Context: an optimization exercise on an open-source flow, tuned for small area. The choices shown serve that exercise and are no tape-out recipe.
Only simulation tests tie the RTL to the original design; equivalence was not proved.
Power is estimated from default activity; no workload was simulated.

$ cat flow/run.sh
#!/bin/bash
# synth_recipe.tcl (not shown) runs the flow's synth.tcl, then flattens the netlist and writes it again
# the make line also repeats each setting of config.mk as NAME=value (left out here)
make -C /OpenROAD-flow-scripts/flow DESIGN_CONFIG=/design/flow/config.mk WORK_HOME=/design/flow/orfs CLKGATE_MAP_FILE= SYNTH_SCRIPT=/design/flow/synth_recipe.tcl finish
$ cat flow/config.mk
export PLATFORM = sky130hd
export DESIGN_NAME = i2c_target
export DESIGN_NICKNAME = i2c_target
export VERILOG_FILES = /design/flow/design.v
export SDC_FILE = /design/flow/constraint.sdc
export NUM_CORES = 4
export LEC_CHECK = 0
export CAP_MARGIN = 20
export CORE_MARGIN = 2
export CORE_UTILIZATION = 40
export SLEW_MARGIN = 20
$ cat flow/constraint.sdc
create_clock -name core_clock -period 6.0 [get_ports {clk}]
set_input_delay 1.2000 -clock core_clock [delete_from_list [all_inputs] [get_ports {clk}]]
set_output_delay 1.2000 -clock core_clock [all_outputs]
set_load 0.01 [all_outputs]
$ cat flow/design.v
package i2c_target_pkg;
    typedef enum logic [3:0] {
        ST_IDLE,
        ST_ADDR,
        ST_ADDR_ACK,
        ST_PTR,
        ST_PTR_ACK,
        ST_WR_DATA,
        ST_WR_ACK,
        ST_RD_DATA,
        ST_RD_ACK,
        ST_WAIT_STOP
    } i2c_state_t;
    localparam logic       I2C_ACK          = 1'b0;
    localparam logic       I2C_NACK         = 1'b1;
    localparam logic [6:0] DEFAULT_DEV_ADDR = 7'h1D;
    localparam int         DEFAULT_NUM_REGS = 64;
endpackage
module i2c_bus_sync (
    input  logic clk,
    input  logic rst,
    input  logic scl,
    input  logic sda_in,
    output logic scl_rise,
    output logic scl_fall,
    output logic sda_s,
    output logic start_det,
    output logic stop_det
);
    logic [2:0] scl_pipe_q, scl_pipe_d;
    logic [2:0] sda_pipe_q, sda_pipe_d;
    logic       scl_s, scl_p, sda_p;
    always_comb begin
        scl_pipe_d = {scl_pipe_q[1:0], scl};
        sda_pipe_d = {sda_pipe_q[1:0], sda_in};
    end
    always_ff @(posedge clk or negedge rst) begin
        if (!rst) begin
            scl_pipe_q <= '1;
            sda_pipe_q <= '1;
        end else begin
            scl_pipe_q <= scl_pipe_d;
            sda_pipe_q <= sda_pipe_d;
        end
    end
    assign scl_s     = scl_pipe_q[1];
    assign scl_p     = scl_pipe_q[2];
    assign sda_s     = sda_pipe_q[1];
    assign sda_p     = sda_pipe_q[2];
    assign scl_rise  = scl_s & ~scl_p;
    assign scl_fall  = ~scl_s & scl_p;
    assign start_det = scl_s & sda_p & ~sda_s;
    assign stop_det  = scl_s & ~sda_p & sda_s;
endmodule
module i2c_target #(
    parameter logic [6:0] DEV_ADDR = i2c_target_pkg::DEFAULT_DEV_ADDR,
    parameter int         NUM_REGS = i2c_target_pkg::DEFAULT_NUM_REGS
) (
    input  logic       clk,
    input  logic       rst,
    input  logic       scl,
    input  logic       sda_in,
    output logic       sda_oe,
    output logic       busy,
    input  logic       host_we,
    input  logic [7:0] host_addr,
    input  logic [7:0] host_wdata,
    output logic [7:0] host_rdata,
    output logic       bus_wr_pulse,
    output logic [7:0] bus_wr_addr,
    output logic [7:0] bus_wr_data
);
    localparam int PW = $clog2(NUM_REGS);
    logic scl_rise, scl_fall, sda_s, start_det, stop_det;
    i2c_bus_sync u_sync (
        .clk       (clk),
        .rst       (rst),
        .scl       (scl),
        .sda_in    (sda_in),
        .scl_rise  (scl_rise),
        .scl_fall  (scl_fall),
        .sda_s     (sda_s),
        .start_det (start_det),
        .stop_det  (stop_det)
    );
    i2c_target_pkg::i2c_state_t    state_q, state_d;
    logic [2:0]    cnt_q, cnt_d;
    logic [7:0]    shift_q, shift_d;
    logic [PW-1:0] ptr_q, ptr_d;
    logic          rw_q, rw_d;
    logic          ack_ok_q, ack_ok_d;
    logic          sda_oe_q, sda_oe_d;
    logic          busy_q, busy_d;
    logic          wr_pulse_q, wr_pulse_d;
    logic [7:0]    wr_addr_q, wr_addr_d;
    logic [7:0]    wr_data_q, wr_data_d;
    logic [8*NUM_REGS-1:0] regs_q;
    logic [8*NUM_REGS-1:0] regs_d;
    logic [7:0]    rx_byte;
    logic [7:0]    rd_byte;
    logic          byte_done;
    logic          bus_we;
    logic [PW-1:0] host_idx;
    logic          unused_host_bits;
    assign host_idx         = host_addr[PW-1:0];
    assign unused_host_bits = ^host_addr;
    assign rd_byte          = regs_q[8*ptr_q +: 8];
    always_comb begin
        state_d    = state_q;
        cnt_d      = cnt_q;
        shift_d    = shift_q;
        ptr_d      = ptr_q;
        rw_d       = rw_q;
        ack_ok_d   = ack_ok_q;
        sda_oe_d   = sda_oe_q;
        busy_d     = busy_q;
        wr_pulse_d = 1'b0;
        wr_addr_d  = wr_addr_q;
        wr_data_d  = wr_data_q;
        bus_we     = 1'b0;
        rx_byte    = {shift_q[6:0], sda_s};
        byte_done  = scl_rise && (cnt_q == 3'd7);
        if (stop_det) begin
            state_d  = i2c_target_pkg::ST_IDLE;
            busy_d   = 1'b0;
            sda_oe_d = 1'b0;
            cnt_d    = '0;
        end else if (start_det) begin
            state_d  = i2c_target_pkg::ST_ADDR;
            busy_d   = 1'b1;
            sda_oe_d = 1'b0;
            cnt_d    = '0;
        end else begin
            unique case (state_q)
                i2c_target_pkg::ST_IDLE, i2c_target_pkg::ST_WAIT_STOP: sda_oe_d = 1'b0;
                i2c_target_pkg::ST_ADDR: if (scl_rise) begin
                    shift_d = rx_byte;
                    cnt_d   = cnt_q + 3'd1;
                    if (byte_done) begin
                        if (rx_byte[7:1] == DEV_ADDR) begin
                            rw_d    = rx_byte[0];
                            state_d = i2c_target_pkg::ST_ADDR_ACK;
                        end else begin
                            state_d = i2c_target_pkg::ST_WAIT_STOP;
                        end
                    end
                end
                i2c_target_pkg::ST_ADDR_ACK: if (scl_fall) begin
                    if (!sda_oe_q) begin
                        sda_oe_d = 1'b1;
                    end else if (rw_q) begin
                        shift_d  = rd_byte;
                        sda_oe_d = ~rd_byte[7];
                        state_d  = i2c_target_pkg::ST_RD_DATA;
                    end else begin
                        sda_oe_d = 1'b0;
                        state_d  = i2c_target_pkg::ST_PTR;
                    end
                end
                i2c_target_pkg::ST_PTR: if (scl_rise) begin
                    shift_d = rx_byte;
                    cnt_d   = cnt_q + 3'd1;
                    if (byte_done) begin
                        ptr_d   = rx_byte[PW-1:0];
                        state_d = i2c_target_pkg::ST_PTR_ACK;
                    end
                end
                i2c_target_pkg::ST_PTR_ACK, i2c_target_pkg::ST_WR_ACK: if (scl_fall) begin
                    if (!sda_oe_q) begin
                        sda_oe_d = 1'b1;
                    end else begin
                        sda_oe_d = 1'b0;
                        state_d  = i2c_target_pkg::ST_WR_DATA;
                    end
                end
                i2c_target_pkg::ST_WR_DATA: if (scl_rise) begin
                    shift_d = rx_byte;
                    cnt_d   = cnt_q + 3'd1;
                    if (byte_done) begin
                        bus_we     = 1'b1;
                        wr_pulse_d = 1'b1;
                        wr_addr_d  = 8'(ptr_q);
                        wr_data_d  = rx_byte;
                        ptr_d      = ptr_q + PW'(1);
                        state_d    = i2c_target_pkg::ST_WR_ACK;
                    end
                end
                i2c_target_pkg::ST_RD_DATA: begin
                    if (scl_rise) begin
                        shift_d = {shift_q[6:0], 1'b0};
                        cnt_d   = cnt_q + 3'd1;
                        if (byte_done) begin
                            ptr_d    = ptr_q + PW'(1);
                            ack_ok_d = 1'b0;
                            state_d  = i2c_target_pkg::ST_RD_ACK;
                        end
                    end else if (scl_fall) begin
                        sda_oe_d = ~shift_q[7];
                    end
                end
                i2c_target_pkg::ST_RD_ACK: begin
                    if (scl_rise) begin
                        if (sda_s == i2c_target_pkg::I2C_ACK) ack_ok_d = 1'b1;
                        else                  state_d  = i2c_target_pkg::ST_WAIT_STOP;
                    end else if (scl_fall) begin
                        if (!ack_ok_q) begin
                            sda_oe_d = 1'b0;
                        end else begin
                            shift_d  = rd_byte;
                            sda_oe_d = ~rd_byte[7];
                            ack_ok_d = 1'b0;
                            state_d  = i2c_target_pkg::ST_RD_DATA;
                        end
                    end
                end
                default: state_d = i2c_target_pkg::ST_IDLE;
            endcase
        end
    end
    always_comb begin
        regs_d = regs_q;
        for (int i = 0; i < NUM_REGS; i++) begin
            if (host_we && host_idx == PW'(i)) regs_d[8*i +: 8] = host_wdata;
            if (bus_we  && ptr_q    == PW'(i)) regs_d[8*i +: 8] = rx_byte;
        end
    end
    always_ff @(posedge clk or negedge rst) begin
        if (!rst) state_q <= i2c_target_pkg::ST_IDLE;
        else      state_q <= state_d;
    end
    always_ff @(posedge clk or negedge rst) begin
        if (!rst) begin
            cnt_q      <= '0;
            shift_q    <= '0;
            ptr_q      <= '0;
            rw_q       <= 1'b0;
            ack_ok_q   <= 1'b0;
            sda_oe_q   <= 1'b0;
            busy_q     <= 1'b0;
            wr_pulse_q <= 1'b0;
            wr_addr_q  <= '0;
            wr_data_q  <= '0;
        end else begin
            cnt_q      <= cnt_d;
            shift_q    <= shift_d;
            ptr_q      <= ptr_d;
            rw_q       <= rw_d;
            ack_ok_q   <= ack_ok_d;
            sda_oe_q   <= sda_oe_d;
            busy_q     <= busy_d;
            wr_pulse_q <= wr_pulse_d;
            wr_addr_q  <= wr_addr_d;
            wr_data_q  <= wr_data_d;
        end
    end
    always_ff @(posedge clk or negedge rst) begin
        if (!rst) begin
            regs_q <= '0;
        end else begin
            regs_q <= regs_d;
        end
    end
    assign sda_oe       = sda_oe_q;
    assign busy         = busy_q;
    assign host_rdata   = regs_q[8*host_idx +: 8];
    assign bus_wr_pulse = wr_pulse_q;
    assign bus_wr_addr  = wr_addr_q;
    assign bus_wr_data  = wr_data_q;
endmodule
==> flow_summary.yaml <==
timing:
  period_needed_ps: 5570
  worstMarginPinSlew_ps: 1240
  finClkSkew_ps: 24.6
  max_slew_margin_pct: 17.2
  finalMaxSlewViolations: 0
  finalHoldViolCount: 0
  tns_ps: 0
  fin_crit_sh_pct: 92.8
  whs_ps: 356
  grt_setup_unrepaired: "false"
  setup_viol_count_final: 0
  max_freq_mhz: 180
global_routing:
  grt_pass1_vias: 26100
  grt.total_usage_pct: 26.5
  antenna_found_initial: 4
  grt_pass1_wl_microns: 178000
  grt_max_degree: 127
  overflow: 0
die:
  coreArea_sq_um: 86600
  die_w_microns: 299
  num_rows: 108
  dieArea_sq_um: 89700
  start_util_pct: 40.3
  fp.dieH_microns: 299
  ios: 48
worst_setup_path:
  cp.arrival_ps: 4370
  end_kind: "output port"
  reg2reg_slack_ps: 1680
  worstPathMaxFanout: 49
  required_ps: 4800
  crit_path_start: "host_addr[0]"
  cp-endpoint: "host_rdata[7]"
  rr_startpoint: "u_sync.scl_pipe_q[1]"
  reg2reg_depth: 7
  reg2reg_to: "regs_q[484]"
  worst-setup-path-type: "in -> out"
  crit_path_start_kind: "input port"
placement:
  portBuffers: 43
  post-dp-hpwl_microns: 77000
  place.gp.congestion: 0.922
clocking:
  insertion_delay_ps: 620
  post_cts_buffers: 0
  cts_made_buffers: 67
  cts_tree: "yes"
  ctsResizeCount: 0
  cts.clk_slew.worst_paths_ps: 50
  clock_sink_count: 558
  cts_root_buffer: "clkbuf_16"
  clk_path_buf_depth: 3
  cts_hold_buffers: 0
  h-tree-depth: 3
synth:
  synth_top_area_cell: "dfrtp_1"
  synth_seq_cells: 558
  ys_types: 61
  avgSynthCellArea_sq_um: 10.6
  yosysWarnings: 2
  syn_inst: 3299
  dominantRegCellSynth: "dfrtp_1"
  yosysSeqAreaShare_pct: 40.0
  async_reset_ff_share_pct: 100
  synth_area_sq_um: 34900
  synth_edf_count: 0
  synth_top_area_share_pct: 39.6
  synth_common_cells: "mux2i_1 (627), dfrtp_1 (552), nand2_1 (372), nor2_1 (302), mux4_2 (258)"
  synth_area_leaders: "dfrtp_1 (40%), mux2i_1 (18%), mux4_2 (17%)"
  synth_most_common_cell: "mux2i_1"
hold_path:
  hold_path_class: "reg -> reg"
layout:
  syn_to_final_growth_pct: 10.1
  fill_cells: 8029
  layout-drive-gt1-share_pct: 16.5
  final_nets: 3187
routing:
  dr.pass1.iters: 7
  wl_per_cell_microns: 27.2
  drt_iter0_drc: 3053
  routed_wl_microns: 119000
  drc: 0
  ant_nets: 0
  vias: 27000
  viasPerCell: 6.18
run:
  max_cap_violations: 0
power_and_ir_drop:
  p_leak_nw: 14.5
  irDropWorstVdd_mv: 0.269
  p_per_area_nw_per_um2: 301
run_status:
  status: "no timing/DRC/antenna violations"
## through the flow
step	power (mW)	cells	worst slack [ps]	instance area (sq um)	util, %
after floorplan	6.32	3300	1440	34900	-
after global placement	7.28	4244	448	36100	41.7
after detailed placement	7.33	4244	440	36100	41.7
after CTS	11.6	4364	440	38400	44.3
after global routing	12.0	4364	347	38400	44.4
final	11.6	4365	433	38400	44.4
## how the worst min path moves through the flow
stage,startpoint,end,cells after the start
after global placement,u_sync.scl_pipe_q[0],u_sync.scl_pipe_q[1],0
after CTS,u_sync.sda_pipe_q[0],u_sync.sda_pipe_q[1],0
final,u_sync.sda_pipe_q[0],u_sync.sda_pipe_q[1],0
after detailed placement,u_sync.sda_pipe_q[0],u_sync.sda_pipe_q[1],0
after floorplan,u_sync.scl_pipe_q[0],u_sync.scl_pipe_q[1],0
after global routing,u_sync.sda_pipe_q[0],u_sync.sda_pipe_q[1],0
## flip-flops by register name, indices dropped and copies added (netlist names), 3 cells and up
signal / flops
u_sync.sda_pipe_q: 3
state_q: 4
regs_q: 512
shift_q: 8
ptr_q: 6
wr_addr_q: 6
wr_data_q: 8
u_sync.scl_pipe_q: 3
cnt_q: 3
## critical path, stage by stage
cell and delay (ps):
buf_8 480, buf_12 320, mux4_2 590, mux4_2 540, mux4_2 600, clkdlybuf4s50_1 530
## routing by layer
layer	global-route usage (%)	up-vias	part of all wire (%)
li1	-	11800	-
met1	37.8	13700	42
met2	39.4	1260	45
met3	5.60	258	8.6
met4	10.7	8	4.4
met5	0	-	0.043
## power breakdown
| part | total (mW) | switching [mW] | internal (mW) |
|---|---|---|---|
| clock | 4.26 | 1.69 | 2.57 |
| sequential | 4.77 | 0.499 | 4.27 |
| combinational | 2.54 | 1.57 | 0.969 |
| total | 11.6 | 3.76 | 7.82 |
## area by class of cell
| type | count | area [sq um] | share of cell area, % |
|---|---|---|---|
| multi-input combinational | 2403 | 19600 | 50.9 |
| sequential | 558 | 14000 | 36.4 |
| clock buffer | 104 | 2060 | 5.36 |
| tap | 1155 | 1450 | 3.76 |
| timing repair buffer | 120 | 1120 | 2.91 |
| clock inverter | 16 | 214 | 0.557 |
| inverter | 8 | 30.0 | 0.0781 |
| antenna | 1 | 2.50 | 0.00651 |
## layout by cell type (no fill, tap or decap), types with 5 or more instances in the layout
master and instances:
buf_4 65, buf_12 12, a22oi_1 48, a31oi_1 12
nand3_1 54, mux2_2 20, dfrtp_2 8, dfrtp_1 542
buf_2 10, o21ai_0 250, nor2_2 17, nand4_1 11
o211ai_1 7, dfstp_2 5, nor4_1 5, or2_2 10
nor2b_1 10, clkbuf_1 17, a211oi_1 7, a21oi_1 251
inv_1 8, ha_1 8, o21ai_1 43, clkdlybuf4s50_1 30
clkinv_2 8, bufinv_16 5, and3_1 14, nor2_4 5
clkbuf_16 71, clkbuf_8 16, nand2_1 372, nand3b_1 7
nor3_1 14, and2_1 6, mux2i_1 627, nand2b_1 7
nor2_1 295, mux4_2 258
## cell families after synthesis
family	after synthesis	share of synthesized area (%)
and+or+nand+nor	844	10.2
other	1	0.0107
muxes	905	35.3
buffers and inverters	339	4.14
DFF	558	40.0
xor gates and xnor gates	3	0.0753
adders and majority gates	8	0.287
AOI/OAI and AO/OA	641	9.98

afterwards: timing with drivers on the ports:
The results above use ideal ports. As a check the final layout listed here was re-extracted and re-timed, cells and wires unchanged.
Step 1 assumes that a clkbuf_16 drives the clock port and a buf_2 every other input.
Step 2 adds t to the input delays and takes it off the output delays; t is the mean of the earliest and latest rising clock arrival at the registers after step 1. Input paths then give back, and output paths get back, about the clock's delay inside the block.
Slacks: ideal ports / drivers / drivers and shift; pairs: ideal ports / drivers.
t (ns): 0.669
setup slack, ns: 0.433 / 0.384 / 0.384
worst slew at a driven data input, ns: 0.05
After both steps this run still meets setup and hold. For this run, drivers alone change the setup slack by -0.049 ns; drivers and shift together by -0.049 ns.
